Background: an optimization exercise with open tools, aiming at small area, a short achievable clock period and few clock cycles per item. Do not read the settings as production practice. At most, simulation tests tie the RTL to the original design; equivalence was not proved. Function not checked in run 5: the RTL went through the layout flow alone. Power is estimated from default activity; no workload was simulated.

### flow/design.v
module mul_div_unit #(
    parameter int WIDTH = 64
) (
    input  logic             Clk,
    input  logic             Reset,
    input  logic             Start,
    input  logic [2:0]       Op,
    input  logic [WIDTH-1:0] BusA,
    input  logic [WIDTH-1:0] BusB,
    input  logic [4:0]       DestReg,
    output logic             Busy,
    output logic             Done,
    output logic [WIDTH-1:0] Result,
    output logic [4:0]       RW,
    output logic             RegWr
);
    localparam int CW = $clog2(WIDTH);        
    localparam logic [2:0] OP_MUL   = 3'b000;
    localparam logic [2:0] OP_UMULH = 3'b001;
    localparam logic [2:0] OP_SMULH = 3'b010;
    localparam logic [2:0] OP_UDIV  = 3'b011;
    localparam logic [2:0] OP_SDIV  = 3'b100;
    function automatic logic [CW-1:0] topbit(input logic [WIDTH-1:0] v);
        logic [CW-1:0] z [WIDTH];
        logic          nz [WIDTH];
        logic [CW-1:0] zh, zl;
        logic          nh, nl;
        for (int i = 0; i < WIDTH; i++) begin
            nz[i] = v[i];
            z[i]  = '0;
        end
        for (int l = 0; l < CW; l++) begin
            for (int i = 0; i < (WIDTH >> (l + 1)); i++) begin
                nh = nz[2*i+1]; zh = z[2*i+1];
                nl = nz[2*i];   zl = z[2*i];
                nz[i] = nh | nl;
                z[i]  = nh ? zh : (zl | (1 << l));
            end
        end
        topbit = nz[0] ? ~z[0] : '0;
    endfunction
    function automatic logic ones_run(input logic [WIDTH-1:0] v);
        logic r;
        r = 1'b1;
        for (int i = 0; i < WIDTH - 1; i++) if (v[i+1] && !v[i]) r = 1'b0;
        ones_run = r;
    endfunction
    function automatic logic shorter(input logic [WIDTH-1:0] p, input logic [WIDTH-1:0] q);
        logic [WIDTH-1:0] above;     
        above[WIDTH-1] = p[WIDTH-1];
        for (int i = WIDTH - 2; i >= 0; i--) above[i] = above[i+1] | p[i];
        shorter = |(q & ~above);
    endfunction
    logic             r_busy;      
    logic             r_done;      
    logic             r_first;     
    logic             r_prep;      
    logic             r_div;       
    logic             r_negq;      
    logic             r_selhi;     
    logic             r_swap;      
    logic             r_msg;       
    logic             r_inv;       
    logic             r_rs;        
    logic             r_ax;        
    logic             r_ay;        
    logic             r_e;         
    logic             r_dbit;      
    logic [CW-1:0]    r_cnt;       
    logic [CW-1:0]    r_ta, r_tb;  
    logic             r_ea, r_eb;  
    logic             r_nzb;       
    logic             r_sb;        
    logic [4:0]       r_rw;
    logic [WIDTH-1:0] r_x;         
    logic [WIDTH-1:0] r_y;         
    logic [WIDTH-1:0] r_lo;        
    logic [WIDTH-1:0] r_hi;        
    logic             w_is_mul, w_is_div, w_msgn, w_dsgn;
    logic             w_sa, w_sb, w_nza, w_nzb;
    logic [WIDTH-1:0] w_va, w_vb;
    logic             w_swap, w_zero, w_first_neg;
    assign w_is_mul = (Op == OP_MUL) || (Op == OP_UMULH) || (Op == OP_SMULH);
    assign w_is_div = (Op == OP_UDIV) || (Op == OP_SDIV);
    assign w_msgn   = (Op == OP_MUL) || (Op == OP_SMULH);
    assign w_dsgn   = (Op == OP_SDIV);
    assign w_sa  = (w_msgn || w_dsgn) && BusA[WIDTH-1];
    assign w_sb  = (w_msgn || w_dsgn) && BusB[WIDTH-1];
    assign w_va  = BusA ^ {WIDTH{w_sa}};
    assign w_vb  = BusB ^ {WIDTH{w_sb}};
    assign w_nza = |w_va;
    assign w_nzb = |w_vb;
    assign w_swap      = w_is_mul && shorter(w_vb, w_va);
    assign w_first_neg = w_swap ? w_sb : w_sa;
    assign w_zero = !(w_is_mul || w_is_div)
                 || (w_is_mul && ((!w_nza && !w_sa) || (!w_nzb && !w_sb)))
                 || (w_is_div && (!w_nzb && !w_sb))
                 || (w_is_div && (!w_nza && !w_sa));
    logic [CW-1:0]    w_cnt0, w_cnt;
    logic [CW:0]      w_lena, w_lenb;
    logic             w_dzero;
    assign w_cnt0  = (r_swap ? r_tb : r_ta) + (r_swap ? r_eb : r_ea);
    assign w_cnt   = r_first ? w_cnt0 : r_cnt;
    assign w_lena  = {1'b0, r_ta} + r_ea;
    assign w_lenb  = r_nzb ? ({1'b0, r_tb} + 1'b1) : {{CW{1'b0}}, r_sb};
    assign w_dzero = r_first && r_div && (w_lena + 1'b1 < w_lenb);
    logic [WIDTH-1:0] w_add_a, w_add_b;
    logic             w_cin;
    logic [WIDTH:0]   w_sum;
    logic             w_c, w_rs, w_q;
    logic [WIDTH-1:0] w_hi_next, w_lo_next;
    logic             w_last;
    logic             w_nbit;
    assign w_add_a = {r_lo[WIDTH-2:0], r_div & r_dbit};
    assign w_add_b = ((r_x & {WIDTH{r_ax}}) | (r_y & {WIDTH{r_ay}})) ^ {WIDTH{r_inv}};
    assign w_cin   = r_inv;
    logic [WIDTH-1:0] w_g [CW+1];
    logic [WIDTH-1:0] w_p [CW+1];
    logic [WIDTH-1:0] w_p0;
    always_comb begin
        w_p0      = w_add_a ^ w_add_b;
        w_g[0]    = w_add_a & w_add_b;
        w_p[0]    = w_p0;
        w_g[0][0] = w_g[0][0] | (w_p0[0] & w_cin);
        for (int l = 0; l < CW; l++) begin
            w_g[l+1] = w_g[l];
            w_p[l+1] = w_p[l];
            for (int i = 0; i < WIDTH; i++) begin
                if ((i >> l) & 1) begin
                    w_g[l+1][i] = w_g[l][i] | (w_p[l][i] & w_g[l][((i >> l) << l) - 1]);
                    w_p[l+1][i] = w_p[l][i] & w_p[l][((i >> l) << l) - 1];
                end
            end
        end
    end
    assign w_sum = {w_g[CW][WIDTH-1], w_p0 ^ {w_g[CW][WIDTH-2:0], w_cin}};
    assign w_c   = w_sum[WIDTH];
    assign w_rs      = r_lo[WIDTH-1] ^ r_sb ^ r_inv ^ w_c;
    assign w_q       = !w_rs && !r_prep;
    assign w_lo_next = w_sum[WIDTH-1:0];
    logic             w_b0, w_flip;
    logic [WIDTH-1:0] w_ht, w_hm;
    assign w_b0   = r_div ? (w_q ^ r_negq) : r_lo[WIDTH-1];
    assign w_flip = r_div ? (r_negq && w_last) : (w_c ^ r_e);
    always_comb begin
        w_ht    = {r_hi[WIDTH-2:0] ^ {(WIDTH-1){r_e}}, 1'b1};
        w_hm[0] = 1'b1;
        for (int i = 1; i < WIDTH; i++) w_hm[i] = w_hm[i-1] & w_ht[i-1];
    end
    assign w_hi_next = {r_hi[WIDTH-2:0], w_b0}
                     ^ (w_hm & {WIDTH{w_flip}} & {{(WIDTH-1){w_b0 ^ r_e}}, 1'b1});
    assign w_last = (w_cnt == '0) && !r_prep;
    assign w_nbit = !w_last && (r_swap ? r_y[w_cnt - 1'b1] : r_x[w_cnt - 1'b1]);
    always_ff @(posedge Clk or posedge Reset) begin
        if (Reset) begin
            r_busy <= 1'b0;
            r_done <= 1'b0;
        end else if (!r_busy) begin
            r_done <= Start && w_zero;
            r_busy <= Start && !w_zero;
        end else if (w_last || w_dzero) begin
            r_busy <= 1'b0;
            r_done <= 1'b1;
        end
    end
    always_ff @(posedge Clk) begin
        if (!r_busy) begin
            if (Start) begin
                r_rw    <= DestReg;
                r_first <= 1'b1;
                r_div   <= w_is_div;
                r_negq  <= w_dsgn && (w_sa ^ w_sb);
                r_selhi <= (Op != OP_MUL);
                r_swap  <= w_swap;
                r_msg   <= w_msgn;
                r_prep  <= w_dsgn && BusA[WIDTH-1];
                r_y     <= BusB;
                r_ta    <= topbit(w_va);
                r_tb    <= topbit(w_vb);
                r_ea    <= w_nza && w_sa && (!w_is_div || ones_run(w_va));
                r_eb    <= w_nzb && w_sb;
                r_nzb   <= w_nzb;
                r_sb    <= w_sb;
                r_ax    <= (w_is_mul && w_swap) || (w_dsgn && BusA[WIDTH-1]);
                r_ay    <= (w_is_div && !(w_dsgn && BusA[WIDTH-1])) || (w_is_mul && !w_swap);
                r_inv   <= w_is_div ? (!w_sb || BusA[WIDTH-1]) : w_first_neg;
                r_e     <= w_is_mul && ((w_msgn && (w_swap ? BusA[WIDTH-1] : BusB[WIDTH-1])) ^ w_first_neg);
                r_dbit  <= !(w_dsgn && BusA[WIDTH-1]);
                r_rs    <= 1'b0;
            end
        end else if (r_prep) begin
            r_prep <= 1'b0;
            r_ax   <= 1'b0;
            r_ay   <= 1'b1;
            r_inv  <= !r_sb;
            r_dbit <= 1'b1;
        end else begin
            r_first <= 1'b0;
            r_cnt   <= w_cnt - 1'b1;
            r_dbit  <= w_nbit;
            if (r_div) begin
                r_rs  <= w_rs;
                r_inv <= w_rs ^ !r_sb;
            end else begin
                r_ax  <= r_swap && w_nbit;
                r_ay  <= !r_swap && w_nbit;
                r_inv <= 1'b0;
                r_e   <= w_nbit && r_msg && (r_swap ? r_x[WIDTH-1] : r_y[WIDTH-1]);
            end
        end
    end
    always_ff @(posedge Clk) begin
        if (!r_busy) begin
            if (Start) r_x <= BusA;
        end else if (r_prep) begin
            r_x <= w_sum[WIDTH-1:0];
        end
    end
    always_ff @(posedge Clk) begin
        if (!r_busy) begin
            r_lo <= '0;
            r_hi <= {WIDTH{w_dsgn && (w_sa ^ w_sb) && !w_zero}};
        end else begin
            r_lo <= r_prep ? '0 : w_lo_next;
            r_hi <= w_dzero ? '0 : w_hi_next;
        end
    end
    assign Busy   = r_busy;
    assign Done   = r_done;
    assign Result = r_selhi ? r_hi : r_lo;
    assign RW     = r_rw;
    assign RegWr  = r_done && (r_rw != 5'd31);
endmodule
### flow/run.sh
#!/bin/bash
# synth_recipe.tcl (not shown) runs the flow's synth.tcl, then flattens the netlist and writes it again
# the make line also repeats each setting of config.mk as NAME=value (left out here)
make -C /OpenROAD-flow-scripts/flow DESIGN_CONFIG=/design/flow/config.mk WORK_HOME=/design/flow/orfs CLKGATE_MAP_FILE= SYNTH_SCRIPT=/design/flow/synth_recipe.tcl finish
### flow/config.mk
export PLATFORM = sky130hd
export DESIGN_NAME = mul_div_unit
export DESIGN_NICKNAME = mul_div_unit
export VERILOG_FILES = /design/flow/design.v
export SDC_FILE = /design/flow/constraint.sdc
export NUM_CORES = 4
export LEC_CHECK = 0
export CAP_MARGIN = 20
export CORE_MARGIN = 2
export CORE_UTILIZATION = 40
export CTS_BUF_LIST = sky130_fd_sc_hd__clkbuf_8
export CTS_CLUSTER_DIAMETER = 50
export CTS_CLUSTER_SIZE = 14
export SETUP_SLACK_MARGIN = 0.5
export SLEW_MARGIN = 20
### flow/constraint.sdc
create_clock -name core_clock -period 5.0 [get_ports {Clk}]
set_input_delay 1.0000 -clock core_clock [delete_from_list [all_inputs] [get_ports {Clk}]]
set_output_delay 1.0000 -clock core_clock [all_outputs]
set_load 0.01 [all_outputs]
==> summary.txt, run 1 <==
layout cells sized above 1=0.1562; H-tree Lvls=2; outcome=complete, no violations; WL final=92530 um; pwr/cell area=699.9 nW/um^2; largest net degree at the start of global routing=69; Syn Inst Count=2621; dpl hpwl=70250 um; antenna viol nets, final=0; gr ovfl total=0; Mapped Nets=2840; FFs w/ async S/R, synth=0.006734; Clock transition at path regs=0.09 ns; Critical Path RT=5.45 ns; ranking of synthesized cells by area=edfxtp_1 21%, dfxtp_1 11%, xnor2_1 8.3%; Final Setup Violations=0; Clk pwr share=0.095; maximum clock frequency=223.8 MHz; total power=19850 uW; DRC viols=0; post-DR wirelength/cell=25.68 um; Arr. time, crit path=4.91 ns; Core Box Area=57700 um^2; Mapped Area=23310 um^2; Die Y-Extent=245.4 um; Syn Area/Cell=8.892 um^2; CTS tree=built; # hold bufs at CTS=0; gp weighted congestion=0.9851; P_leak=0.01017 uW; Max Slew Vio Count=0; Clock Skew=0.03012 ns; die area=60210 um^2; ys flop type=edfxtp_1; Area Overhead vs Synth=21.68%; minimum clock period=4.467 ns; Relative slew margins=0.1511; measured slew at the worst slew-check pin=1.273 ns; starting density of the core=0.4040; vias in the first global route=21.13k; Longest Clk Path Bufs=3; Die X=245.4 um; critical path capture point type=flop; final setup TNS=0 ns; Vias per Instance=6.183; FP Rows=88; Filler cells=5440; global-route usage over all layers=0.2915; RSZ-0062 raised after global routing=yes; Int Power=10490 uW; Worst Setup Start Kind=flop; final period utilization=0.8935; CTS Root Cell=clkbuf_8; commonest non-fill, non-tap cells in the layout=221 x xnor2_1, 210 x clkdlybuf4s50_1, 191 x nand2_1, 173 x nor2_1, 166 x edfxtp_1; num ports=211; share of the synthesized area in the top cell type=0.2139; initial DRC count=2614; R2R Path Start=r_ax$_DFFE_PP_; DR vias=22.28k; Hold Path Class=reg2reg; global-route wire length before repair=133500 um; count of yosys warnings during synthesis=7; register bit total from synthesis=297; post-synth cell types=96; crit path from=r_ax$_DFFE_PP_; pre-CTS WS=0.2465 ns; clk sinks=297; drt first pass iters=8; Hold Crit Start=r_hi[62]$_DFF_P_; commonest non-fill, non-tap cell in the layout=xnor2_1; Max-Cap Viols=0; hold slack=0.5679 ns; worst vdd ir=349.6 uV; later-pin clock latency in the skew report=0.59 ns; fin nets=3031; sequential-to-total area share from yosys stat=0.3268; initial antenna violation count=2; Worst Path Max Fanout=8; dominant cell type by area after synthesis=edfxtp_1; Comb power frac=0.677; post-layout worst setup margin=0.5325 ns; CP Class=reg2reg; Net Sw Frac=0.4714; sw power=9356 uW; Port-buffer cells=210; EDFF count, synth=166; register share of total power=0.227; Final Util=0.4915; clock buffers created by TritonCTS=34; Hold Vio Cnt, Final=0
[path summary, 6_finish.rpt]
| kind | end | depth (start not counted) | slack [ns] |
|---|---|---|---|
| min in group asynchronous | r_busy$_DFF_PP0_ | 2 | 0.61 |
| max in group asynchronous | r_done$_DFFE_PP0P_ | 2 | 4.21 |
| worst max-delay path | r_hi[26]$_DFF_P_ | 18 | 0.53 |
| worst max register to register | r_hi[26]$_DFF_P_ | 18 | 0.53 |
| worst min-delay path | r_hi[63]$_DFF_P_ | 2 | 0.57 |
| worst min register to register | r_hi[63]$_DFF_P_ | 2 | 0.57 |
[kinds of logic (layout without fill, tap and decap cells)]
| kind of cell | count (synthesis) | count (layout) | share of synthesized area |
|---|---|---|---|
| compound gates | 757 | 757 | 0.2117 |
| mux | 167 | 167 | 0.09819 |
| buf+inv | 293 | 508 | 0.04934 |
| simple gates | 775 | 775 | 0.1744 |
| xor+xnor | 252 | 252 | 0.09470 |
| other cells | 0 | 2 | 0 |
| fa+ha+maj | 80 | 80 | 0.04488 |
| flops | 297 | 297 | 0.3268 |
[layout make-up]
class / count / area (um^2) / area share
tap: 765 / 957.2 / 0.03375
antenna: 2 / 5.005 / 0.0001765
sequential: 297 / 7621 / 0.2687
inverter: 109 / 410.4 / 0.01447
clock buffer: 37 / 509.2 / 0.01796
multi-input combinational: 2031 / 15170 / 0.5350
clock inverter: 23 / 240.2 / 0.008471
timing repair buffer: 339 / 3445 / 0.1215
[sequential cells by signal (all words and copies together) (netlist names), 5 cells and up]
name,flops
r_lo,64
r_y,64
r_x,64
r_tb,6
r_rw,5
r_cnt,6
r_ta,6
r_hi,64
[metrics by stage]
step                      std cells  cell area (um^2)
after floorplan                2621             23310
after global placement         3521             26680
after global routing           3602             28360
final                          3603             28360
after CTS                      3582             27510
after detailed placement       3521             26680
[power groups by stage]
stage / Combinational, uW / Clock (uW) / Sequential [uW]
2_1_floorplan: 8720 / 0 / 4180
3_3_place_gp: 11800 / 0 / 4490
3_5_place_dp: 12100 / 0 / 4520
4_1_cts: 12300 / 1930 / 4460
5_1_grt: 14500 / 2000 / 4580
6_report: 13400 / 1890 / 4510
[cells in the mapped netlist (9+ instances only)]
master    count
clkbuf_1    129
o21bai_1     24
mux4_2       40
nand3_1      64
nor3b_1      10
a221oi_1     17
and3_1       17
nand4_1      35
a311oi_1     13
a21oi_1     140
ha_1         74
buf_1        19
inv_1       108
dfxtp_1     129
nor2_1      175
or2_2        12
a21boi_0     17
nand3b_1      9
o22ai_1      29
a21o_1       19
o221ai_1     15
a31oi_1      35
xor2_1       31
a22oi_1      74
xnor2_1     221
mux2_2       93
nor4_1       21
mux2i_1      34
nor3_1       61
buf_2        34
and2_1       49
nand2_1     192
o21a_1       14
o211ai_1     25
o21ai_1      67
a211oi_1     22
o21ai_0     151
edfxtp_1    166
nand2b_1     23
o31ai_1      15
nor2b_1      30
or3_1        16
nor4_2       22
[repair_timing]
action,4_1_cts,5_1_grt
resized for setup,8,91
setup endpoints to repair,38,80
cloned,1,11
buffers inserted,0,8
pin swaps,0,28
[per-layer routing]
| metal | vias to the layer above | part of all wire | GRT usage |
|---|---|---|---|
| li1 | 10130 | - | - |
| met1 | 10920 | 0.44 | 0.4190 |
| met2 | 1060 | 0.45 | 0.4501 |
| met3 | 166 | 0.076 | 0.03983 |
| met4 | 0 | 0.038 | 0.09572 |
| met5 | - | 0 | 0 |
[worst max-delay path, cell delays in order, from the launching register on]
cell       delay (ns)
edfxtp_1         0.38
buf_6            0.17
clkbuf_16        0.19
a22oi_2          0.18
xnor2_1          0.14
ha_1             0.30
a211oi_2         0.26
o211ai_1         0.16
a21oi_2          0.28
nand3b_1         0.17
o211a_1          0.30
or3_4            0.43
a221oi_4         0.35
mux2i_4          0.30
buf_12           0.18
buf_6            0.22
nor3_1           0.10
xnor2_1          0.15
o21ai_1          0.08
Testbench counts, summed over its fixed seeds: cycles 51,315, items 4,000.
==> inputs of run 2 (changes only) <==
--- a/flow/config.mk
+++ b/flow/config.mk
@@ -13,2 +13,3 @@
 export CTS_CLUSTER_SIZE = 14
+export PLACE_DENSITY = 0.85
 export SETUP_SLACK_MARGIN = 0.5
==> summary.txt, run 2 <==
outcome=complete, no violations; Max Slew Vio Count=0 (unchanged); clock buffers created by TritonCTS=30 (-12%); Vias per Instance=6.295 (+1.8%); Max-Cap Viols=0 (unchanged); Commonest cells post-synth=221 x xnor2_1, 192 x nand2_1, 175 x nor2_1, 166 x edfxtp_1, 151 x o21ai_0; Clock Skew=0.03664 ns (+0.006523 ns); dpl hpwl=63560 um (-9.5%); Syn Inst Count=2621 (unchanged); FP Rows=88 (unchanged); antenna viol nets, final=0 (unchanged); worst vdd ir=385.0 uV (+10%); Hold Vio Cnt, Final=0 (unchanged); Critical Path RT=5.46 ns (about the same); minimum clock period=4.544 ns (+0.07625 ns); die area=60210 um^2 (unchanged); r2r worst-path depth=18 (unchanged); sequential-to-total area share from yosys stat=0.3268 (unchanged); share of the synthesized area in the top cell type=0.2139 (unchanged); H-tree Lvls=1 (-1); Worst path depth=18 (unchanged); Hold Path Class=in2async; CTS Root Cell=clkbuf_8; most frequent cell after synthesis=xnor2_1; maximum clock frequency=220.1 MHz (-1.7%); ys flop type=edfxtp_1; later-pin clock latency in the skew report=0.64 ns (+0.05 ns); Worst Path Max Fanout=51 (+43); WL final=83910 um (-9.3%); register bit total from synthesis=297 (unchanged); final period utilization=0.9087 (+0.01525); Largest stage delay, worst path=0.43 ns (about the same); Synth Area in Simple Gates=0.1744 (unchanged); Core Box Area=57700 um^2 (unchanged); final setup TNS=0 ns (unchanged); Arr. time, crit path=5.00 ns (+0.09 ns); drt first pass iters=9 (+1); P_leak=0.009813 uW (-3.5%); post-synth cell types=96 (unchanged); Cell Count Post-Placement=3499 (-0.62%); post-DR wirelength/cell=23.52 um (-8.4%); Final Non-Filler Cells=3567 (-1.0%); RSZ-0062 raised after global routing=yes; commonest non-fill, non-tap cell in the layout=xnor2_1; largest net degree at the start of global routing=72 (+4.3%); Clock transition at path regs=0.09 ns (about the same); starting density of the core=0.4040 (unchanged); count of yosys warnings during synthesis=7 (unchanged); CTS tree=built; Mapped Nets=2840 (unchanged); Worst path slowest cell=edfxtp_1; clk sinks=297 (unchanged); hold slack=0.5583 ns (-0.009560 ns); most used cell, CP=buf_12; Final Util=0.4811 (-0.01045); FFs w/ async S/R, synth=0.006734 (unchanged); Syn Area/Cell=8.892 um^2 (unchanged); Synth Area in Adders=0.04488 (unchanged); Synth Area in Compound Gates=0.2117 (unchanged); dominant cell type by area after synthesis=edfxtp_1; Worst Setup Start Kind=flop; Final Setup Violations=0 (unchanged); initial DRC count=2811 (+7.5%); initial antenna violation count=2 (unchanged); gp weighted congestion=1.029 (+4.4%); pwr/cell area=694.7 nW/um^2 (-0.74%); Relative slew margins=0.3528 (+0.2017); num ports=211 (unchanged); Area Overhead vs Synth=19.10%; CP Class=reg2reg; global-route wire length before repair=122500 um (-8.3%); Filler cells=5226 (-3.9%); Worst Path Buf+Inv=3 (-1); Port-buffer cells=210 (unchanged); critical path capture point type=flop; Die Y-Extent=245.4 um (unchanged); CP delay by family, top=compound AO/OA/AOI/OAI gates; layout cells sized above 1=0.1428 (-0.01340); DRC viols=0 (unchanged); Longest Clk Path Bufs=3 (unchanged); XOR/XNOR share of the synthesized area=0.09470 (unchanged); measured slew at the worst slew-check pin=0.9708 ns (-0.3026 ns); largest family of logic cells by synthesized area=compound AO/OA/AOI/OAI gates; commonest non-fill, non-tap cells in the layout=221 x xnor2_1, 210 x clkdlybuf4s50_1, 191 x nand2_1, 172 x nor2_1, 166 x edfxtp_1; total power=19280 uW (-2.8%); DR vias=22.46k (+0.80%); post-synthesis mux area share=0.09819 (unchanged); Die X=245.4 um (unchanged); crit path cell chain=buf_12 > a22oi_2 > nor2_1 > a21oi_1 > fa_2 > nor2b_1 > o31a_1 > o21bai_2 > a31oi_2 > o211a_1 > or3_4 > a221oi_4 > mux2i_4 > buf_12 > clkbuf_16 > nor4_2 > xnor2_1 > o21ai_1; ranking of synthesized cells by area=edfxtp_1 21%, dfxtp_1 11%, xnor2_1 8.3%; vias in the first global route=20.51k (-2.9%); Mapped Area=23310 um^2 (unchanged); global-route usage over all layers=0.2614 (-0.03013); EDFF count, synth=166 (unchanged); fin nets=2998 (-1.1%); gr ovfl total=0 (unchanged)
## run 2: changes by cell type in the layout (fill, tap and decap cells not counted), moves of 2 or more
cell | previous run | this run
buf_4 | 100 | 82
nor4_4 | 24 | 12
nor4_2 | 9 | 20
clkbuf_16 | 8 | 3
buf_6 | 5 | 1
clkbuf_8 | 37 | 33
clkinv_1 | 1 | 4
clkinvlp_4 | 5 | 2
a21oi_1 | 137 | 139
a21oi_2 | 3 | 1
buf_12 | 14 | 12
## run 2: worst paths after layout
path                               endpoint        startpoint  slack, ns
hold / removal             r_busy$_DFF_PP0_             Reset       0.56
setup reg to reg           r_hi[33]$_DFF_P_    r_ax$_DFFE_PP_       0.46
hold reg to reg            r_hi[21]$_DFF_P_  r_hi[20]$_DFF_P_       0.59
max in group asynchronous  r_busy$_DFF_PP0_             Reset       4.26
min in group core_clock    r_hi[21]$_DFF_P_  r_hi[20]$_DFF_P_       0.59
setup / recovery           r_hi[33]$_DFF_P_    r_ax$_DFFE_PP_       0.46
## run 2: cells by family (layout without fill, tap and decap cells)
| logic type | Yosys count | after routing |
|---|---|---|
| AND/OR/NAND/NOR | 775 | 775 |
| AO/OA/AOI/OAI | 757 | 757 |
| flip-flops | 297 | 297 |
| buffers and inverters | 293 | 473 |
| XOR/XNOR | 252 | 252 |
| multiplexers | 167 | 167 |
| adder cells (fa/ha/maj) | 80 | 80 |
| other | 0 | 1 |
## run 2: what timing repair did
| action | 4_1_cts | 5_1_grt |
|---|---|---|
| hold buffers | 0 | 0 |
| cloned | 1 | 3 |
| gates resized for setup | 1 | 73 |
| pin swaps | 0 | 6 |
| endpoints found under the setup margin | 53 | 83 |
| setup buffers | 0 | 9 |
## run 2: layout make-up
cell class,instances,area (um^2),area share
multi-input cells,2031,15030,0.5413
flip-flops and latches,297,7621,0.2746
repair buffers,310,3087,0.1112
well taps,765,957.2,0.03448
clock buffers,33,454.2,0.01636
inverters,109,410.4,0.01479
clock inverters,21,198.9,0.007167
diodes,1,2.502,0.00009016
## run 2: through the flow
| step | setup WS (ns) | cell area (um^2) |
|---|---|---|
| 4_1_cts | 0.4012 | 27170 |
| 3_5_place_dp | 0.2511 | 26480 |
| 3_3_place_gp | 0.3957 | 26480 |
| 2_1_floorplan | 0.6256 | 23310 |
| 5_1_grt | 0.3763 | 27760 |
| 6_report | 0.4563 | 27760 |
## run 2: per-layer routing
metal / track usage / vias to the layer above / wire (um)
met4: 0.1034 / 2 / 3852
met3: 0.04147 / 233 / 9669
li1: - / 10050 / -
met1: 0.3663 / 10600 / 33580
met2: 0.4022 / 1569 / 36780
met5: 0 / - / 30
## run 2: where the power goes
part	switching, uW	total, uW	leakage (uW)	internal (uW)
combinational	7450	13000	0.00683	5570
sequential	736	4560	0.00264	3820
clock	929	1710	0.000348	783
==> inputs of run 3 (changes only) <==
--- a/flow/config.mk
+++ b/flow/config.mk
@@ -13,3 +13,3 @@
 export CTS_CLUSTER_SIZE = 14
-export PLACE_DENSITY = 0.85
+export PLACE_DENSITY = 0.75
 export SETUP_SLACK_MARGIN = 0.5
==> summary.txt, run 3 <==
outcome=complete, no violations; Max Slew Vio Count=0 (unchanged); count of yosys warnings during synthesis=7 (unchanged); Relative slew margins=0.1798 (-0.1730); XOR/XNOR share of the synthesized area=0.09470 (unchanged); CTS tree=built; final setup TNS=0 ns (unchanged); Clock transition at path regs=0.10 ns (about the same); crit path cell chain=buf_4 > clkbuf_16 > a22oi_1 > xnor2_1 > ha_1 > a21oi_1 > o21ai_1 > nor2b_1 > o21ba_1 > o31a_1 > or3_4 > a221oi_4 > mux2i_4 > buf_12 > clkbuf_16 > nor4_2 > xnor2_1 > o21ai_1; Synth Area in Simple Gates=0.1744 (unchanged); Worst Setup Start Kind=flop; minimum clock period=4.443 ns (-0.1010 ns); final period utilization=0.8885 (-0.02021); worst vdd ir=398.3 uV (+3.5%); P_leak=0.009910 uW (+0.99%); Cell Count Post-Placement=3504 (+0.14%); critical path capture point type=flop; measured slew at the worst slew-check pin=1.230 ns (+0.2595 ns); post-synth cell types=96 (unchanged); Longest Clk Path Bufs=3 (unchanged); post-DR wirelength/cell=23.66 um (+0.58%); Hold Vio Cnt, Final=0 (unchanged); Comb power frac=0.672 (-0.003); global-route usage over all layers=0.2652 (+0.003799); drt first pass iters=6 (-3); Synth Area in Compound Gates=0.2117 (unchanged); share of the synthesized area in the top cell type=0.2139 (unchanged); Die X=245.4 um (unchanged); ys flop type=edfxtp_1; CP Class=reg2reg; largest family of logic cells by synthesized area=compound AO/OA/AOI/OAI gates; vias in the first global route=20.37k (-0.70%); FFs w/ async S/R, synth=0.006734 (unchanged); Final Setup Violations=0 (unchanged); post-synthesis mux area share=0.09819 (unchanged); Area Overhead vs Synth=19.65%; FP Rows=88 (unchanged); DR vias=22.18k (-1.2%); # hold bufs at CTS=0 (unchanged); DRC viols=0 (unchanged); Mapped Area=23310 um^2 (unchanged); Port-buffer cells=210 (unchanged); Worst Path Max Fanout=25 (-51%); pwr/cell area=700.4 nW/um^2 (+0.82%); Critical Path RT=5.52 ns (+0.06 ns); Syn Inst Count=2621 (unchanged); WL final=84750 um (+1.0%); CTS Root Cell=clkbuf_8; Hold Path Class=reg2reg; Metal-1 WL=35200 um (+4.8%); Syn Area/Cell=8.892 um^2 (unchanged); num ports=211 (unchanged); die area=60210 um^2 (unchanged); later-pin clock latency in the skew report=0.67 ns (+0.03 ns); initial antenna violation count=5 (+3); global-route wire length before repair=123800 um (+1.1%); largest net degree at the start of global routing=78 (+8.3%); initial DRC count=2818 (+0.25%); Net Sw Frac=0.4638 (-0.008724); top layer used by detailed routing=met5; Arr. time, crit path=4.96 ns (-0.04 ns); Largest stage delay, worst path=0.44 ns (about the same); dpl hpwl=64680 um (+1.8%); commonest non-fill, non-tap cells in the layout=217 x xnor2_1, 210 x clkdlybuf4s50_1, 191 x nand2_1, 173 x nor2_1, 166 x edfxtp_1; sequential-to-total area share from yosys stat=0.3268 (unchanged); gr ovfl total=0 (unchanged); sw power=9060 uW (-0.58%); register share of total power=0.232 (-0.004); Commonest cells post-synth=221 x xnor2_1, 192 x nand2_1, 175 x nor2_1, 166 x edfxtp_1, 151 x o21ai_0; clock buffers created by TritonCTS=30 (unchanged); maximum clock frequency=225.1 MHz (+2.3%); commonest non-fill, non-tap cell in the layout=xnor2_1; layout cells sized above 1=0.1464 (+0.003553); Synth Area in Adders=0.04488 (unchanged); Clk pwr share=0.096 (+0.007); wire length on met3=8998 um (-6.9%); WL met2=36960 um (+0.49%); antenna viol nets, final=0 (unchanged); Max-Cap Viols=0 (unchanged); Core Box Area=57700 um^2 (unchanged); Die Y-Extent=245.4 um (unchanged); Worst path slowest cell=edfxtp_1; Mapped Nets=2840 (unchanged); ranking of synthesized cells by area=edfxtp_1 21%, dfxtp_1 11%, xnor2_1 8.3%; most frequent cell after synthesis=xnor2_1; H-tree Lvls=1 (unchanged); clk sinks=297 (unchanged); Int Power=10470 uW (+3.0%); starting density of the core=0.4040 (unchanged); register bit total from synthesis=297 (unchanged); Vias per Instance=6.193 (-1.6%); gp weighted congestion=1.040 (+1.0%); RSZ-0062 raised after global routing=yes; fin nets=3011 (+0.43%); EDFF count, synth=166 (unchanged); Final Util=0.4833 (+0.002233); Final Non-Filler Cells=3582 (+0.42%); dominant cell type by area after synthesis=edfxtp_1; Clock Skew=0.04870 ns (+0.01206 ns)
==> run 3: cell count changes in the layout (fill, tap and decap cells not counted), sizes merged <==
cell / before / now
clkbuf: 36 / 37
clkinv: 8 / 6
clkinvlp: 2 / 1
buf: 97 / 108
inv: 117 / 119
bufinv: 3 / 6
diode: 1 / 2
==> run 3: power by group through the flow <==
stage	combinational (uW)	sequential (uW)	clock [uW]
after floorplan	8720	4180	0
after global placement	11700	4490	0
after detailed placement	11900	4520	0
after CTS	12000	4470	1880
after global routing	14000	4600	1970
final	13100	4540	1880
==> run 3: per-layer routing <==
metal  GRT usage  vias to the layer above
met4      0.1014                        6
li1            -                    10100
met3     0.04605                      201
met1      0.3758                    10480
met2      0.4014                     1396
met5           0                        -
==> run 3: cell families (layout without fill, tap and decap cells) <==
logic type               after synthesis  in the layout
XOR/XNOR                             252            252
AND/OR/NAND/NOR                      775            775
flip-flops                           297            297
multiplexers                         167            167
adder cells (fa/ha/maj)               80             80
other                                  0              2
buffers and inverters                293            487
AO/OA/AOI/OAI                        757            757
==> run 3: area by class of cell <==
cell class | count | area, um^2
Fill cell | 5343 | 29810
Clock buffer | 32 | 440.4
Tap cell | 765 | 957.2
Timing Repair Buffer | 323 | 3193
Antenna cell | 2 | 5.005
Multi-Input combinational cell | 2031 | 14970
Clock inverter | 23 | 285.3
Inverter | 109 | 410.4
Sequential cell | 297 | 7621
==> run 3: final timing paths <==
check	from	end	slack (ns)	depth (start not counted)
max	r_ax$_DFFE_PP_	r_hi[11]$_DFF_P_	0.56	18
min	r_hi[47]$_DFF_P_	r_hi[48]$_DFF_P_	0.56	2
max reg2reg	r_ax$_DFFE_PP_	r_hi[11]$_DFF_P_	0.56	18
min reg2reg	r_hi[47]$_DFF_P_	r_hi[48]$_DFF_P_	0.56	2
max in group asynchronous	Reset	r_busy$_DFF_PP0_	4.25	2
min in group asynchronous	Reset	r_busy$_DFF_PP0_	0.62	2
==> run 3: worst max-delay path, delay by kind of cell, from the launching register on <==
family	cells	cell delay, ns
simple gates	3	0.90
compound gates	7	1.48
flops	1	0.44
mux	1	0.12
buf+inv	4	0.72
xor+xnor	2	0.27
fa+ha+maj	1	0.36
==> run 3: stage by stage <==
step	cell area, um^2	power [uW]	setup WS, ns	hold WS [ns]
finish	27890	19530	0.5573	0.5633
global route	27880	20620	0.4272	0.5977
CTS	27270	18370	0.5236	0.5637
detailed placement	26510	16400	0.3350	0.5569
global placement	26510	16160	0.3842	0.5253
floorplan	23310	12900	0.6256	0.5127
==> run 3: timing repair <==
item | 4_1_cts | 5_1_grt
hold endpoints to repair | 0 | 0
setup buffers | 0 | 14
setup endpoints to repair | 24 | 80
gates resized for setup | 5 | 60
pin swaps | 0 | 24
gates cloned | 0 | 7
==> inputs of run 4 (changes only) <==
--- a/flow/config.mk
+++ b/flow/config.mk
@@ -9,3 +9,3 @@
 export CORE_MARGIN = 2
-export CORE_UTILIZATION = 40
+export CORE_UTILIZATION = 50
 export CTS_BUF_LIST = sky130_fd_sc_hd__clkbuf_8
==> summary.txt, run 4 <==
outcome=complete, no violations; measured slew at the worst slew-check pin=0.9491 ns (-0.2812 ns); global-route wire length before repair=125400 um (+1.3%); P_leak=0.009962 uW (+0.53%); pwr/cell area=713.3 nW/um^2 (+1.8%); ys flop type=edfxtp_1; vias in the first global route=20.92k (+2.7%); post-DR wirelength/cell=25.34 um (+7.1%); CP Class=reg2reg; Core Box Area=46260 um^2 (-20%); maximum clock frequency=219.1 MHz (-2.7%); Max-Cap Viols=0 (unchanged); Vias per Instance=6.627 (+7.0%); die area=48360 um^2 (-20%); Worst Setup Start Kind=flop; gp weighted congestion=1.067 (+2.6%); EDFF count, synth=166 (unchanged); DR vias=22.70k (+2.3%); post-layout worst setup margin=0.4352 ns (-0.1221 ns); r2r worst-path depth=19 (+1); Syn Area/Cell=8.892 um^2 (unchanged); initial antenna violation count=4 (-1); pre-CTS WS=0.08072 ns (-0.2543 ns); H-tree Lvls=2 (+1); clock buffers created by TritonCTS=34 (+13%); sequential-to-total area share from yosys stat=0.3268 (unchanged); minimum clock period=4.565 ns (+0.1221 ns); register bit total from synthesis=297 (unchanged); most frequent cell after synthesis=xnor2_1; final period utilization=0.9130 (+0.02441); Port-buffer cells=210 (unchanged); share of the synthesized area in the top cell type=0.2139 (unchanged); starting density of the core=0.5038 (+0.09986); Filler cells=3899 (-27%); dominant cell type by area after synthesis=edfxtp_1; Max Slew Vio Count=0 (unchanged); Clock transition at path regs=0.09 ns (about the same); later-pin clock latency in the skew report=0.59 ns (-0.08 ns); hold path cells=2 (unchanged); WL final=86790 um (+2.4%); Worst Path Max Fanout=8 (-68%); Relative slew margins=0.3673 (+0.1875); DRC viols=0 (unchanged); fin nets=3011 (unchanged); gr ovfl total=0 (unchanged); Commonest cells post-synth=221 x xnor2_1, 192 x nand2_1, 175 x nor2_1, 166 x edfxtp_1, 151 x o21ai_0; CTS tree=built; FP Rows=79 (-10%); count of yosys warnings during synthesis=7 (unchanged); Mapped Nets=2840 (unchanged); global-route usage over all layers=0.3411 (+0.07590); commonest non-fill, non-tap cell in the layout=xnor2_1; post-synth cell types=96 (unchanged); FFs w/ async S/R, synth=0.006734 (unchanged); ranking of synthesized cells by area=edfxtp_1 21%, dfxtp_1 11%, xnor2_1 8.3%; antenna viol nets, final=0 (unchanged); clk sinks=297 (unchanged); largest net degree at the start of global routing=69 (-12%); drt first pass iters=6 (unchanged); dpl hpwl=64500 um (-0.28%); Hold Vio Cnt, Final=0 (unchanged); critical path capture point type=flop; Arr. time, crit path=4.99 ns (+0.03 ns); worst vdd ir=387.4 uV (-2.7%); CTS Root Cell=clkbuf_8; initial DRC count=2928 (+3.9%); Clock Skew=0.04725 ns (-0.001449 ns); RSZ-0062 raised after global routing=yes; Area Overhead vs Synth=19.44%; commonest non-fill, non-tap cells in the layout=218 x xnor2_1, 210 x clkdlybuf4s50_1, 191 x nand2_1, 171 x nor2_1, 166 x edfxtp_1; num ports=211 (unchanged); final setup TNS=0 ns (unchanged); Longest Clk Path Bufs=3 (unchanged); Hold Path Class=reg2reg; layout cells sized above 1=0.1516 (+0.005221); Mapped Area=23310 um^2 (unchanged); Die X=219.9 um (-10%); hold slack=0.5856 ns (+0.02235 ns); Final Setup Violations=0 (unchanged); Die Y-Extent=219.9 um (-10%); Final Non-Filler Cells=3425 (-4.4%); Critical Path RT=5.42 ns (-0.10 ns); Cell Count Post-Placement=3326 (-5.1%); Syn Inst Count=2621 (unchanged)
## run 4: changes by cell type in the layout (fill, tap and decap cells not counted), moves of 3 or more
cell / change
a22oi_1: -6
clkinvlp_4: +5
nor4_4: +8
clkbuf_8: +4
ha_1: +3
buf_4: -10
a22oi_2: +6
nor4_2: -8
bufinv_16: -3
inv_6: +3
## run 4: final cells by class
| type | count | area (um^2) | share of cell area |
|---|---|---|---|
| well taps | 607 | 759.5 | 0.02728 |
| multi-input cells | 2031 | 15090 | 0.5420 |
| diodes | 1 | 2.502 | 0.00008990 |
| clock inverters | 25 | 234.0 | 0.008405 |
| clock buffers | 36 | 495.5 | 0.01780 |
| inverters | 109 | 415.4 | 0.01492 |
| repair buffers | 319 | 3221 | 0.1157 |
| flip-flops and latches | 297 | 7621 | 0.2738 |
## run 4: kinds of logic (layout without fill, tap and decap cells)
group / Yosys count / count (layout) / synth area share
buffers and inverters: 293 / 489 / 0.04934
multiplexers: 167 / 167 / 0.09819
XOR/XNOR: 252 / 252 / 0.09470
AO/OA/AOI/OAI: 757 / 757 / 0.2117
adder cells (fa/ha/maj): 80 / 80 / 0.04488
other: 0 / 1 / 0
AND/OR/NAND/NOR: 775 / 775 / 0.1744
flip-flops: 297 / 297 / 0.3268
## run 4: worst paths after layout
path | from | end | slack, ns
hold reg to reg | r_hi[47]$_DFF_P_ | r_hi[48]$_DFF_P_ | 0.59
setup / recovery | r_ax$_DFFE_PP_ | r_hi[60]$_DFF_P_ | 0.44
max in group asynchronous | Reset | r_busy$_DFF_PP0_ | 4.22
hold / removal | r_hi[47]$_DFF_P_ | r_hi[48]$_DFF_P_ | 0.59
setup reg to reg | r_ax$_DFFE_PP_ | r_hi[60]$_DFF_P_ | 0.44
min in group asynchronous | Reset | r_busy$_DFF_PP0_ | 0.61
## run 4: per-layer routing
metal | global-route usage | up-vias | wire, um
li1 | - | 10090 | -
met1 | 0.4869 | 10840 | 35060
met2 | 0.5116 | 1510 | 37840
met3 | 0.05673 | 251 | 9866
met4 | 0.1391 | 2 | 4004
met5 | 0 | - | 13
## run 4: worst max-delay path, stage by stage, from the launching register on
cell and delay [ns]:
edfxtp_1 0.39, buf_6 0.16, buf_6 0.13, clkbuf_16 0.16
a22oi_2 0.20, xnor2_2 0.14, ha_1 0.25, nor2b_2 0.18
o31a_1 0.37, o21bai_4 0.22, a31oi_4 0.15, o211a_1 0.27
or3_4 0.40, a221oi_4 0.34, mux2i_4 0.36, buf_6 0.16
clkbuf_16 0.17, nor4_2 0.06, xnor2_1 0.18, o21ai_1 0.07
## run 4: what timing repair did
action | in CTS | in global routing
hold buffers | 0 | 0
setup buffers | 1 | 24
pin swaps | 4 | 26
gates cloned | 2 | 10
gates resized for setup | 18 | 76
setup endpoints to repair | 68 | 78
## run 4: metrics by stage
stage | util | cell area (um^2) | power (uW)
detailed placement | 0.5659 | 26180 | 16440
global placement | 0.5659 | 26180 | 16000
finish | 0.6018 | 27840 | 19860
floorplan | - | 23310 | 12900
global route | 0.6018 | 27840 | 20910
CTS | 0.5856 | 27090 | 18580
## run 4: power by group
part           leakage [uW]  switching [uW]  internal (uW)  total, uW
registers           0.00264             729           3820       4550
clock network      0.000383             988            858       1850
logic               0.00694            7660           5800      13500
total               0.00996            9380          10500      19900
==> inputs of run 5 (changes only) <==
--- a/flow/design.v
+++ b/flow/design.v
@@ -140,6 +140,7 @@
     assign w_lo_next = w_sum[WIDTH-1:0];
-    logic             w_b0, w_flip;
-    logic [WIDTH-1:0] w_ht, w_hm;
+    logic             w_b0, w_flip, w_late;
+    logic [WIDTH-1:0] w_ht, w_hm, w_hflip;
     assign w_b0   = r_div ? (w_q ^ r_negq) : r_lo[WIDTH-1];
     assign w_flip = r_div ? (r_negq && w_last) : (w_c ^ r_e);
+    assign w_late = w_flip && (w_b0 ^ r_e);
     always_comb begin
@@ -149,4 +150,4 @@
     end
-    assign w_hi_next = {r_hi[WIDTH-2:0], w_b0}
-                     ^ (w_hm & {WIDTH{w_flip}} & {{(WIDTH-1){w_b0 ^ r_e}}, 1'b1});
+    assign w_hflip   = {r_hi[WIDTH-2:0], 1'b0} ^ w_hm;
+    assign w_hi_next = {w_late ? w_hflip[WIDTH-1:1] : r_hi[WIDTH-2:0], w_b0 ^ w_flip};
     assign w_last = (w_cnt == '0) && !r_prep;
--- a/flow/config.mk
+++ b/flow/config.mk
@@ -9,3 +9,3 @@
 export CORE_MARGIN = 2
-export CORE_UTILIZATION = 50
+export CORE_UTILIZATION = 40
 export CTS_BUF_LIST = sky130_fd_sc_hd__clkbuf_8
==> summary.txt, run 5 <==
R2R Path Start=r_ax$_DFFE_PP_; Synth Area in Adders=0.04513 (+0.0002447); FFs w/ async S/R, synth=0.006734 (unchanged); die area=59890 um^2 (+24%); post-synth cell types=99 (+3.1%); post-layout worst setup margin=0.4207 ns (-0.01451 ns); final setup TNS=0 ns (unchanged); RSZ-0062 raised after global routing=yes; CTS Root Cell=clkbuf_8; gr ovfl total=0 (unchanged); # hold bufs at CTS=0 (unchanged); Critical Path RT=5.45 ns (+0.03 ns); Arr. time, crit path=5.03 ns (+0.04 ns); clock buffers created by TritonCTS=34 (unchanged); Mapped Area=23180 um^2 (-0.54%); Hold Crit Start=r_hi[2]$_DFF_P_; Synth Area in Compound Gates=0.2172 (+0.005526); initial antenna violation count=3 (-1); share of the synthesized area in the top cell type=0.2150 (+0.001166); sequential-to-total area share from yosys stat=0.3286 (+0.001782); Synth Area in Simple Gates=0.1622 (-0.01222); worst vdd ir=397.7 uV (+2.6%); r2r worst-path depth=17 (-2); vias in the first global route=20.01k (-4.4%); post-synthesis mux area share=0.09651 (-0.001678); clk sinks=297 (unchanged); largest net degree at the start of global routing=72 (+4.3%); dpl hpwl=61510 um (-4.6%); Area Overhead vs Synth=18.54%; outcome=complete, no violations; register area=7621 um^2 (unchanged); Syn Inst Count=2605 (-0.61%); starting density of the core=0.4033 (-0.1005); r2r endpoint=r_hi[63]$_DFF_P_; post-DR wirelength/cell=22.20 um (-12%); Vias per Instance=6.098 (-8.0%); largest family of logic cells by synthesized area=compound AO/OA/AOI/OAI gates; pwr/cell area=684.1 nW/um^2 (-4.1%); FP Rows=88 (+11%); Longest Clk Path Bufs=3 (unchanged); DRC viols=0 (unchanged); CP Class=reg2reg; DR vias=21.78k (-4.1%); R2R Setup Slk=0.42 ns (about the same); hold slack=0.5748 ns (-0.01082 ns); Filler cells=5373 (+38%); final period utilization=0.9159 (+0.002902); fin nets=3000 (-0.37%); P_leak=0.009865 uW (-0.97%); Hold Vio Cnt, Final=0 (unchanged); WL final=79270 um (-8.7%); maximum clock frequency=218.4 MHz (-0.32%); pre-CTS WS=0.07367 ns (-0.007049 ns); Worst Path Max Fanout=24 (+16); global-route wire length before repair=118600 um (-5.5%); count of yosys warnings during synthesis=7 (unchanged); critical path capture point type=flop; Mapped Nets=2824 (-0.56%); global-route usage over all layers=0.2544 (-0.08674); Worst Setup Start Kind=flop; commonest non-fill, non-tap cells in the layout=219 x xnor2_1, 212 x nand2_1, 210 x clkdlybuf4s50_1, 177 x nor2_1, 166 x edfxtp_1; commonest non-fill, non-tap cell in the layout=xnor2_1; Core Box Area=57480 um^2 (+24%); Relative slew margins=0.3579 (-0.009409); Syn Area/Cell=8.898 um^2 (about the same); num ports=211 (unchanged); register bit total from synthesis=297 (unchanged); gp weighted congestion=1.027 (-3.8%); Commonest cells post-synth=222 x xnor2_1, 213 x nand2_1, 180 x nor2_1, 166 x edfxtp_1, 162 x a21oi_1; Clock Skew=0.02588 ns (-0.02138 ns); drt first pass iters=7 (+1); measured slew at the worst slew-check pin=0.9632 ns (+0.01411 ns); Final Setup Violations=0 (unchanged); H-tree Lvls=2 (unchanged); XOR/XNOR share of the synthesized area=0.09446 (-0.0002394); antenna viol nets, final=0 (unchanged); Max-Cap Viols=0 (unchanged); ys flop type=edfxtp_1; ranking of synthesized cells by area=edfxtp_1 22%, dfxtp_1 11%, xnor2_1 8.4%; Hold Path Class=reg2reg; hold path cells=2 (unchanged); initial DRC count=2776 (-5.2%); CTS tree=built; later-pin clock latency in the skew report=0.58 ns (about the same); most frequent cell after synthesis=xnor2_1; Multi-input gate area=14640 um^2 (-3.0%); Port-buffer cells=210 (unchanged); Die X=244.7 um (+11%); Clock transition at path regs=0.09 ns (about the same); Die Y-Extent=244.7 um (+11%); dominant cell type by area after synthesis=edfxtp_1; minimum clock period=4.579 ns (+0.01451 ns); EDFF count, synth=166 (unchanged); Endpoint, Worst Hold=r_hi[3]$_DFF_P_; Max Slew Vio Count=0 (unchanged); layout cells sized above 1=0.1462 (-0.005412)
-- run 5: final cells by class --
cell class,instances,area share
Clock inverter,22,0.007377
Sequential cell,297,0.2774
Timing Repair Buffer,326,0.1143
Clock buffer,38,0.01903
Antenna cell,1,0.00009107
Tap cell,765,0.03483
Inverter,102,0.01412
Multi-Input combinational cell,2020,0.5329
-- run 5: worst max-delay path, cell delays in order, from the launching register on --
cell and delay, ns:
edfxtp_1 0.49, buf_12 0.21, a22oi_2 0.20, xnor2_1 0.16
ha_1 0.32, a211oi_2 0.27, o21bai_1 0.20, a221oi_2 0.32
a21boi_1 0.19, o21ai_2 0.18, nand3_2 0.13, a21oi_4 0.29
mux2_4 0.36, or3_1 0.35, a31oi_4 0.25, mux2i_1 0.26
mux2i_1 0.21, nand3_1 0.08
-- run 5: cells by family (layout without fill, tap and decap cells) --
group	after synthesis	after routing
AO/OA/AOI/OAI	771	771
XOR/XNOR	250	250
adder cells (fa/ha/maj)	80	80
buffers and inverters	288	488
flip-flops	297	297
multiplexers	160	160
other	0	1
AND/OR/NAND/NOR	759	759
-- run 5: power by group --
part / switching (uW) / internal, uW / total, uW
Combinational: 6930 / 5500 / 12400
Sequential: 703 / 3850 / 4550
Clock: 975 / 838 / 1810
-- run 5: what timing repair did --
item                                   CTS  global route
gates resized for setup                 20            59
cloned                                   0             1
setup endpoints to repair               54            75
pin swaps                                6            10
setup buffers                            3             5
endpoints found under the hold margin    0             0
-- run 5: layer usage --
metal / routed length, um / part of all wire / vias up / global-route usage
met5: 27 / 0.00034 / - / 0
met4: 3162 / 0.040 / 4 / 0.09200
met3: 8515 / 0.11 / 203 / 0.04538
met2: 34110 / 0.43 / 1248 / 0.3835
met1: 33460 / 0.42 / 10350 / 0.3633
li1: - / - / 9970 / -
-- run 5: worst max path at each step --
| stage | from | to | slack [ns] | depth (start not counted) |
|---|---|---|---|---|
| 6_report | r_ax$_DFFE_PP_ | r_hi[63]$_DFF_P_ | 0.42 | 17 |
| 5_1_grt | r_ax$_DFFE_PP_ | r_hi[62]$_DFF_P_ | 0.25 | 17 |
| 4_1_cts | r_ax$_DFFE_PP_ | r_hi[62]$_DFF_P_ | 0.45 | 17 |
| 3_5_place_dp | Op[2] | r_hi[3]$_DFF_P_ | 0.07 | 15 |
| 3_3_place_gp | Op[0] | r_hi[3]$_DFF_P_ | 0.15 | 15 |
| 2_1_floorplan | r_inv$_DFFE_PP_ | r_hi[62]$_DFF_P_ | 0.52 | 17 |
-- run 5: per-stage QoR --
stage / power [uW] / instance area, um^2 / util / cells
after floorplan: 12830 / 23180 / - / 2605
after global placement: 15960 / 26310 / 0.4578 / 3501
after CTS: 18210 / 27150 / 0.4723 / 3564
after detailed placement: 16230 / 26310 / 0.4578 / 3501
after global routing: 20000 / 27480 / 0.4780 / 3570
final: 18800 / 27480 / 0.4781 / 3571
==> inputs of run 6 (changes only) <==
--- a/flow/design.v
+++ b/flow/design.v
@@ -71,3 +71,5 @@
     logic             r_ea, r_eb;  
+    logic             r_nza;       
     logic             r_nzb;       
+    logic             r_hsg;       
     logic             r_sb;        
@@ -106,2 +108,6 @@
     assign w_dzero = r_first && r_div && (w_lena + 1'b1 < w_lenb);
+    logic [CW+1:0]    w_plen;
+    logic             w_hzero;
+    assign w_plen  = (r_nza ? {2'b0, r_ta} + 1'b1 : '0) + (r_nzb ? {2'b0, r_tb} + 1'b1 : '0);
+    assign w_hzero = r_first && !r_div && r_selhi && (w_plen <= (r_msg ? 62 : 64));
     logic [WIDTH-1:0] w_add_a, w_add_b;
@@ -140,7 +146,6 @@
     assign w_lo_next = w_sum[WIDTH-1:0];
-    logic             w_b0, w_flip, w_late;
-    logic [WIDTH-1:0] w_ht, w_hm, w_hflip;
+    logic             w_b0, w_flip;
+    logic [WIDTH-1:0] w_ht, w_hm;
     assign w_b0   = r_div ? (w_q ^ r_negq) : r_lo[WIDTH-1];
     assign w_flip = r_div ? (r_negq && w_last) : (w_c ^ r_e);
-    assign w_late = w_flip && (w_b0 ^ r_e);
     always_comb begin
@@ -150,4 +155,4 @@
     end
-    assign w_hflip   = {r_hi[WIDTH-2:0], 1'b0} ^ w_hm;
-    assign w_hi_next = {w_late ? w_hflip[WIDTH-1:1] : r_hi[WIDTH-2:0], w_b0 ^ w_flip};
+    assign w_hi_next = {r_hi[WIDTH-2:0], w_b0}
+                     ^ (w_hm & {WIDTH{w_flip}} & {{(WIDTH-1){w_b0 ^ r_e}}, 1'b1});
     assign w_last = (w_cnt == '0) && !r_prep;
@@ -161,3 +166,3 @@
             r_busy <= Start && !w_zero;
-        end else if (w_last || w_dzero) begin
+        end else if (w_last || w_dzero || w_hzero) begin
             r_busy <= 1'b0;
@@ -182,3 +187,5 @@
                 r_eb    <= w_nzb && w_sb;
+                r_nza   <= w_nza;
                 r_nzb   <= w_nzb;
+                r_hsg   <= (Op == OP_SMULH) && (w_sa ^ w_sb);
                 r_sb    <= w_sb;
@@ -225,3 +232,3 @@
             r_lo <= r_prep ? '0 : w_lo_next;
-            r_hi <= w_dzero ? '0 : w_hi_next;
+            r_hi <= (w_dzero || w_hzero) ? {WIDTH{w_hzero && r_hsg}} : w_hi_next;
         end
==> summary.txt, run 6 <==
post-synth cell types=95 (-4.0%); R2R Path Start=r_ay$_DFFE_PP_; Clk pwr share=0.102 (+0.006); final setup TNS=-0.5806 ns (-0.5806 ns); gp weighted congestion=1.063 (+3.5%); clock buffers created by TritonCTS=38 (+12%); global-route usage over all layers=0.2766 (+0.02226); initial antenna violation count=3 (unchanged); register bit total from synthesis=299 (+0.67%); P_leak=0.01102 uW (+12%); EDFF count, synth=168 (+1.2%); most frequent cell after synthesis=xnor2_1; Int Power=11050 uW (+8.4%); FFs w/ async S/R, synth=0.006689 (-0.00004504); largest net degree at the start of global routing=93 (+29%); commonest non-fill, non-tap cell in the layout=clkdlybuf4s50_1; ys flop type=edfxtp_1; Mapped Area=23980 um^2 (+3.4%); post-layout worst setup margin=-0.07317 ns (-0.4939 ns); worst vdd ir=359.8 uV (-9.5%); crit path from=r_ay$_DFFE_PP_; RSZ-0062 raised after global routing=yes; Core Box Area=59130 um^2 (+2.9%); Die Y-Extent=248.8 um (+1.7%); outcome=complete, but fails checks; global-route wire length before repair=132700 um (+12%); layout cells sized above 1=0.1987 (+0.05252); vias in the first global route=21.76k (+8.8%); Hold Path Class=reg2reg; dpl hpwl=68520 um (+11%); Commonest cells post-synth=216 x xnor2_1, 205 x nand2_1, 195 x o21ai_0, 178 x a21oi_1, 174 x nor2_1; maximum clock frequency=197.1 MHz (-9.7%); sw power=9627 uW (+12%); fin nets=3245 (+8.2%); Die X=248.8 um (+1.7%); FP Rows=89 (+1.1%); minimum clock period=5.073 ns (+0.4939 ns); final period utilization=1.015 (+0.09878); share of the synthesized area in the top cell type=0.2104 (-0.004633); DRC viols=0 (unchanged); sequential-to-total area share from yosys stat=0.3202 (-0.008402); # hold bufs at CTS=0 (unchanged); Filler cells=5229 (-2.7%); Hold Vio Cnt, Final=0 (unchanged); Vias per Instance=6.201 (+1.7%); Mapped Nets=2938 (+4.0%); Net Sw Frac=0.4656 (+0.007725); Port-buffer cells=210 (unchanged); Hold Crit Start=r_hi[62]$_DFF_P_; initial DRC count=2818 (+1.5%); count of yosys warnings during synthesis=7 (unchanged); die area=61910 um^2 (+3.4%); WL final=90830 um (+15%); CTS tree=built; ranking of synthesized cells by area=edfxtp_1 21%, dfxtp_1 11%, xnor2_1 7.9%; critical path capture point type=flop; Syn Inst Count=2704 (+3.8%); Syn Area/Cell=8.867 um^2 (-0.35%); Max-Cap Viols=0 (unchanged); starting density of the core=0.4055 (+0.002167); hold slack=0.5295 ns (-0.04532 ns); DR vias=23.65k (+8.6%); drt first pass iters=6 (-1); Area Overhead vs Synth=26.70%; clk sinks=299 (+0.67%); measured slew at the worst slew-check pin=1.004 ns (+0.04084 ns); post-DR wirelength/cell=23.81 um (+7.3%); Clock transition at path regs=0.09 ns (about the same); Final Setup Violations=27 (+27); CTS Root Cell=clkbuf_8; num ports=211 (unchanged); antenna viol nets, final=0 (unchanged); gr ovfl total=0 (unchanged); Max Slew Vio Count=0 (unchanged); register share of total power=0.229 (-0.013); Relative slew margins=0.3306 (-0.02723); dominant cell type by area after synthesis=edfxtp_1; Worst Setup Start Kind=flop; layout check failures=setup timing; CP Class=reg2reg; H-tree Lvls=2 (unchanged); Comb power frac=0.669 (+0.008); Longest Clk Path Bufs=3 (unchanged); Critical Path RT=5.50 ns (+0.05 ns); Worst Path Max Fanout=10 (-58%); Arr. time, crit path=5.57 ns (+0.54 ns); later-pin clock latency in the skew report=0.63 ns (+0.05 ns); commonest non-fill, non-tap cells in the layout=210 x clkdlybuf4s50_1, 208 x xnor2_1, 198 x nand2_1, 182 x buf_4, 172 x nor2_1; pwr/cell area=680.7 nW/um^2 (-0.50%); Clock Skew=0.03836 ns (+0.01248 ns)
[run 6: cell count changes after synthesis, moves of 15 or more]
cell       previous run  this run
o21ai_1              64        19
o21ai_0             160       195
a211oi_1             38        59
a2111oi_1            18         0
a21oi_1             162       178
inv_1                98       114
buf_2                27        12
clkbuf_1            114       129
[run 6: area by class of cell]
class	instances	area, um^2	share of cell area
multi-input combinational	2112	16090	0.5298
tap	773	967.2	0.03184
sequential	299	7681	0.2529
inverter	116	439.2	0.01446
timing repair buffer	444	4329	0.1425
clock inverter	29	314.1	0.01034
clock buffer	40	550.5	0.01812
antenna	1	2.502	0.00008238
[run 6: layer usage]
layer	global-route usage	vias up	wire, um
met5	0	-	35
met4	0.09212	6	3615
met3	0.05559	205	10410
met2	0.4200	1413	39120
met1	0.3916	11310	37640
li1	-	10710	-
[run 6: metrics by stage]
step	instance area, um^2	total power (uW)	setup WS, ns	utilization	std cells
3_3_place_gp	28260	16850	-0.05684	0.4779	3691
2_1_floorplan	24460	13190	0.3625	-	2704
3_5_place_dp	28260	17100	-0.07831	0.4779	3691
6_report	30380	20680	-0.07317	0.5137	3814
5_1_grt	30370	21890	-0.2231	0.5137	3813
4_1_cts	29600	19640	0.02233	0.5006	3785
[run 6: cells by family after synthesis]
logic type      count (synthesis)  synth area share
xor+xnor                      250           0.09133
simple gates                  790            0.1648
buf+inv                       295           0.04864
mux                           154           0.09018
compound gates                821            0.2331
fa+ha+maj                      95           0.05177
flops                         299            0.3202
[run 6: power by group through the flow]
stage / combinational, uW / clock, uW / sequential, uW
floorplan: 8900 / 0 / 4300
global placement: 12200 / 0 / 4670
detailed placement: 12400 / 0 / 4690
CTS: 12900 / 2120 / 4640
global route: 14900 / 2210 / 4800
finish: 13800 / 2100 / 4740
[run 6: worst paths after layout]
| path | end | slack, ns | cells after the start |
|---|---|---|---|
| max | r_hi[58]$_DFF_P_ | -0.07 | 20 |
| min | r_hi[63]$_DFF_P_ | 0.53 | 2 |
| max reg2reg | r_hi[58]$_DFF_P_ | -0.07 | 20 |
| min reg2reg | r_hi[63]$_DFF_P_ | 0.53 | 2 |
| max in group asynchronous | r_busy$_DFF_PP0_ | 4.23 | 2 |
| min in group asynchronous | r_busy$_DFF_PP0_ | 0.57 | 2 |
[run 6: what timing repair did]
action / in CTS / in global routing
gates resized for setup: 43 / 133
buffers inserted: 20 / 26
setup endpoints to repair: 65 / 90
pin swaps: 16 / 66
cloned: 5 / 2
[run 6: critical path, stage by stage, from the launching register on]
cell and delay [ns]:
edfxtp_1 0.40, buf_6 0.17, buf_16 0.14, a22oi_2 0.21, xnor2_2 0.10, ha_1 0.35, a211o_1 0.30, o211ai_1 0.09
buf_4 0.17, a2111oi_4 0.08, or3_4 0.35, a2111o_1 0.38, a41o_1 0.24, a41oi_4 0.24, o32ai_4 0.16, buf_4 0.18
or4b_4 0.60, buf_12 0.20, a2111oi_4 0.30, xnor2_1 0.17, o21ai_1 0.11
Testbench counts of run 6, summed over its fixed seeds: cycles 46,999, items 4,000.
==> inputs of run 7 (changes only) <==
--- a/flow/design.v
+++ b/flow/design.v
@@ -74,2 +74,4 @@
     logic             r_hsg;       
+    logic             r_force;     
+    logic             r_fval;
     logic             r_sb;        
@@ -232,3 +234,3 @@
             r_lo <= r_prep ? '0 : w_lo_next;
-            r_hi <= (w_dzero || w_hzero) ? {WIDTH{w_hzero && r_hsg}} : w_hi_next;
+            r_hi <= w_hi_next;
         end
@@ -237,3 +239,11 @@
     assign Done   = r_done;
-    assign Result = r_selhi ? r_hi : r_lo;
+    always_ff @(posedge Clk) begin
+        if (!r_busy) begin
+            r_force <= 1'b0;
+        end else if (r_first) begin
+            r_force <= w_dzero || w_hzero;
+            r_fval  <= w_hzero && r_hsg;
+        end
+    end
+    assign Result = r_force ? {WIDTH{r_fval}} : (r_selhi ? r_hi : r_lo);
     assign RW     = r_rw;
==> summary.txt, run 7 <==
outcome=complete, no violations; Worst path slowest cell=or4b_4; ranking of synthesized cells by area=edfxtp_1 20%, dfxtp_1 10%, xnor2_1 5.1%; Final Setup Violations=0 (-100%); worst vdd ir=414.8 uV (+15%); share of the synthesized area in the top cell type=0.2042 (-0.006197); Area Overhead vs Synth=22.75%; R2R Setup Slk=0.32 ns (+0.40 ns); CTS Root Cell=clkbuf_8; most frequent cell after synthesis=nor2_1; measured slew at the worst slew-check pin=1.093 ns (+0.08873 ns); Syn Area/Cell=8.519 um^2 (-3.9%); clock buffers created by TritonCTS=34 (-11%); Hold Path Class=reg2reg; Worst Path Buf+Inv=3 (-2); commonest non-fill, non-tap cells in the layout=237 x nor2_1, 227 x nand2_1, 210 x clkdlybuf4s50_1, 169 x edfxtp_1, 158 x o21ai_0; later-pin clock latency in the skew report=0.60 ns (-0.03 ns); Longest Clk Path Bufs=3 (unchanged); global-route usage over all layers=0.2727 (-0.003920); Mapped Area=24850 um^2 (+3.6%); Filler cells=5598 (+7.1%); P_leak=0.01132 uW (+2.7%); die area=64140 um^2 (+3.6%); GR Util met1=0.3837 (-0.007921); Arr. time, crit path=5.13 ns (-0.44 ns); largest net degree at the start of global routing=101 (+8.6%); DR vias=24.97k (+5.6%); sequential-to-total area share from yosys stat=0.3110 (-0.009256); Core Box Area=61600 um^2 (+4.2%); r2r worst-path depth=17 (-15%); R2R Path Start=r_ax$_DFFE_PP_; Max-Cap Viols=0 (unchanged); CP delay by family, top=simple AND/OR/NAND/NOR gates; EDFF count, synth=169 (+0.60%); Multi-input gate area=16660 um^2 (+3.5%); commonest non-fill, non-tap cell in the layout=nor2_1; post-synth cell types=106 (+12%); # hold bufs at CTS=0 (unchanged); final setup TNS=0 ns (+0.5806 ns); Worst Setup Start Kind=flop; Clock transition at path regs=0.09 ns (about the same); post-DR wirelength/cell=22.84 um (-4.1%); vias in the first global route=22.60k (+3.8%); Die X=253.3 um (+1.8%); dominant cell type by area after synthesis=edfxtp_1; critical path capture point type=flop; met3 Track Usage GR=0.04585 (-0.009743); Endpoint, Worst Hold=r_lo[63]$_SDFF_PN0_; Port-buffer cells=210 (unchanged); Largest stage delay, worst path=0.59 ns (about the same); initial antenna violation count=1 (-2); Mapped Nets=3151 (+7.2%); Max Slew Vio Count=0 (unchanged); Clock Skew=0.05153 ns (+0.01318 ns); H-tree Lvls=2 (unchanged); hold slack=0.4690 ns (-0.06047 ns); DRC viols=0 (unchanged); clk sinks=301 (+0.67%); Relative slew margins=0.2700 (-0.06065); final period utilization=0.9351 (-0.07956); FP Rows=91 (+2.2%); num ports=211 (unchanged); minimum clock period=4.675 ns (-0.3978 ns); count of yosys warnings during synthesis=7 (unchanged); layout cells sized above 1=0.1530 (-0.04571); pwr/cell area=708.1 nW/um^2 (+4.0%); Vias per Instance=6.217 (+0.27%); met2 Use GR=0.4133 (-0.006743); ys flop type=edfxtp_1; Worst Path Max Fanout=11 (+1); starting density of the core=0.4034 (-0.002043)
[run 7: cell count changes after synthesis, sizes merged, moves of 22 or more]
cell	change
o21ai	-43
nand3b	+32
mux2i	+28
mux2	-30
a21oi	-24
a211oi	+33
nor2b	+71
nor2	+66
nand3	+53
or3	+22
o211ai	+27
a2111oi	-22
xnor2	-71
nand2	+25
[run 7: cells by family (layout without fill, tap and decap cells)]
family / after synthesis / count (layout) / share of synthesized area
flops: 301 / 301 / 0.3110
other cells: 0 / 2 / 0
xor+xnor: 198 / 198 / 0.06979
simple gates: 1062 / 1064 / 0.2197
fa+ha+maj: 95 / 95 / 0.04995
mux: 151 / 151 / 0.08534
buf+inv: 318 / 576 / 0.05050
compound gates: 792 / 792 / 0.2138
[run 7: worst max-delay path by stage]
stage / depth (start not counted) / slack, ns / from / endpoint
5_1_grt: 17 / 0.16 / r_ax$_DFFE_PP_ / r_hi[29]$_DFF_P_
3_3_place_gp: 15 / 0.19 / Op[1] / r_hi[43]$_DFF_P_
4_1_cts: 17 / 0.48 / r_ay$_DFFE_PP_ / r_hi[15]$_DFF_P_
3_5_place_dp: 15 / 0.10 / Op[1] / r_hi[43]$_DFF_P_
2_1_floorplan: 17 / 0.50 / r_swap$_DFFE_PP_ / r_ax$_DFFE_PP_
6_report: 17 / 0.32 / r_ax$_DFFE_PP_ / r_hi[4]$_DFF_P_
[run 7: layer usage]
metal  wire length [um]  vias up
met2              39800     1630
met4               4090        0
met5                  0        -
li1                   -    11320
met1              37550    11760
met3              10300      254
[run 7: final cells by class]
cell class / instances / area share
tap: 837 / 0.03433
clock buffer: 37 / 0.01669
clock inverter: 22 / 0.005701
inverter: 116 / 0.01431
timing repair buffer: 401 / 0.1293
multi-input combinational: 2300 / 0.5460
antenna: 2 / 0.0001641
sequential: 301 / 0.2535
[run 7: stage by stage]
| stage | utilization | setup WS [ns] | instances | total power, uW | cell area [um^2] |
|---|---|---|---|---|---|
| after floorplan | - | 0.5047 | 2917 | 13490 | 24860 |
| after global placement | 0.4592 | 0.1871 | 3882 | 17400 | 28280 |
| after detailed placement | 0.4592 | 0.1044 | 3882 | 17700 | 28280 |
| after CTS | 0.4807 | 0.4790 | 3970 | 20240 | 29610 |
| after global routing | 0.4952 | 0.1567 | 4015 | 22880 | 30500 |
| final | 0.4952 | 0.3246 | 4016 | 21600 | 30500 |
[run 7: power breakdown]
part           switching, uW  leakage [uW]  internal (uW)
sequential               799       0.00268           3860
clock                    984      0.000361            805
combinational           8340       0.00828           6810
[run 7: repair_timing]
| item | in CTS | in global routing |
|---|---|---|
| pin swaps | 9 | 31 |
| resized for setup | 68 | 102 |
| endpoints found under the setup margin | 64 | 72 |
| setup buffers | 23 | 42 |
| cloned | 6 | 1 |
Testbench counts of run 7, summed over its fixed seeds: cycles 46,999, items 4,000.

==> port drivers added, routing unchanged <==
No port has a modelled driver above. Below, the same layouts with a new extraction and two added sets of constraints. Step 1 assumes that a clkbuf_16 drives the clock port and a buf_2 every other input. Step 2 also shifts input and output timing later by t, the mid clock arrival at the registers, as if the neighbouring blocks saw the same clock. Three values: no drivers, after step 1, after step 2; two values: the first two.
run	shift t [ns]	slack for setup (ns)
run 1	0.626	0.533 / 0.533 / 0.199
run 2	0.677	0.456 / 0.456 / 0.138
run 3	0.702	0.557 / 0.557 / 0.205
run 4	0.623	0.435 / 0.435 / 0.111
run 5	0.620	0.421 / 0.421 / 0.060
run 6	0.666	-0.073 / -0.073 / -0.113
run 7	0.637	0.325 / 0.325 / 0.001
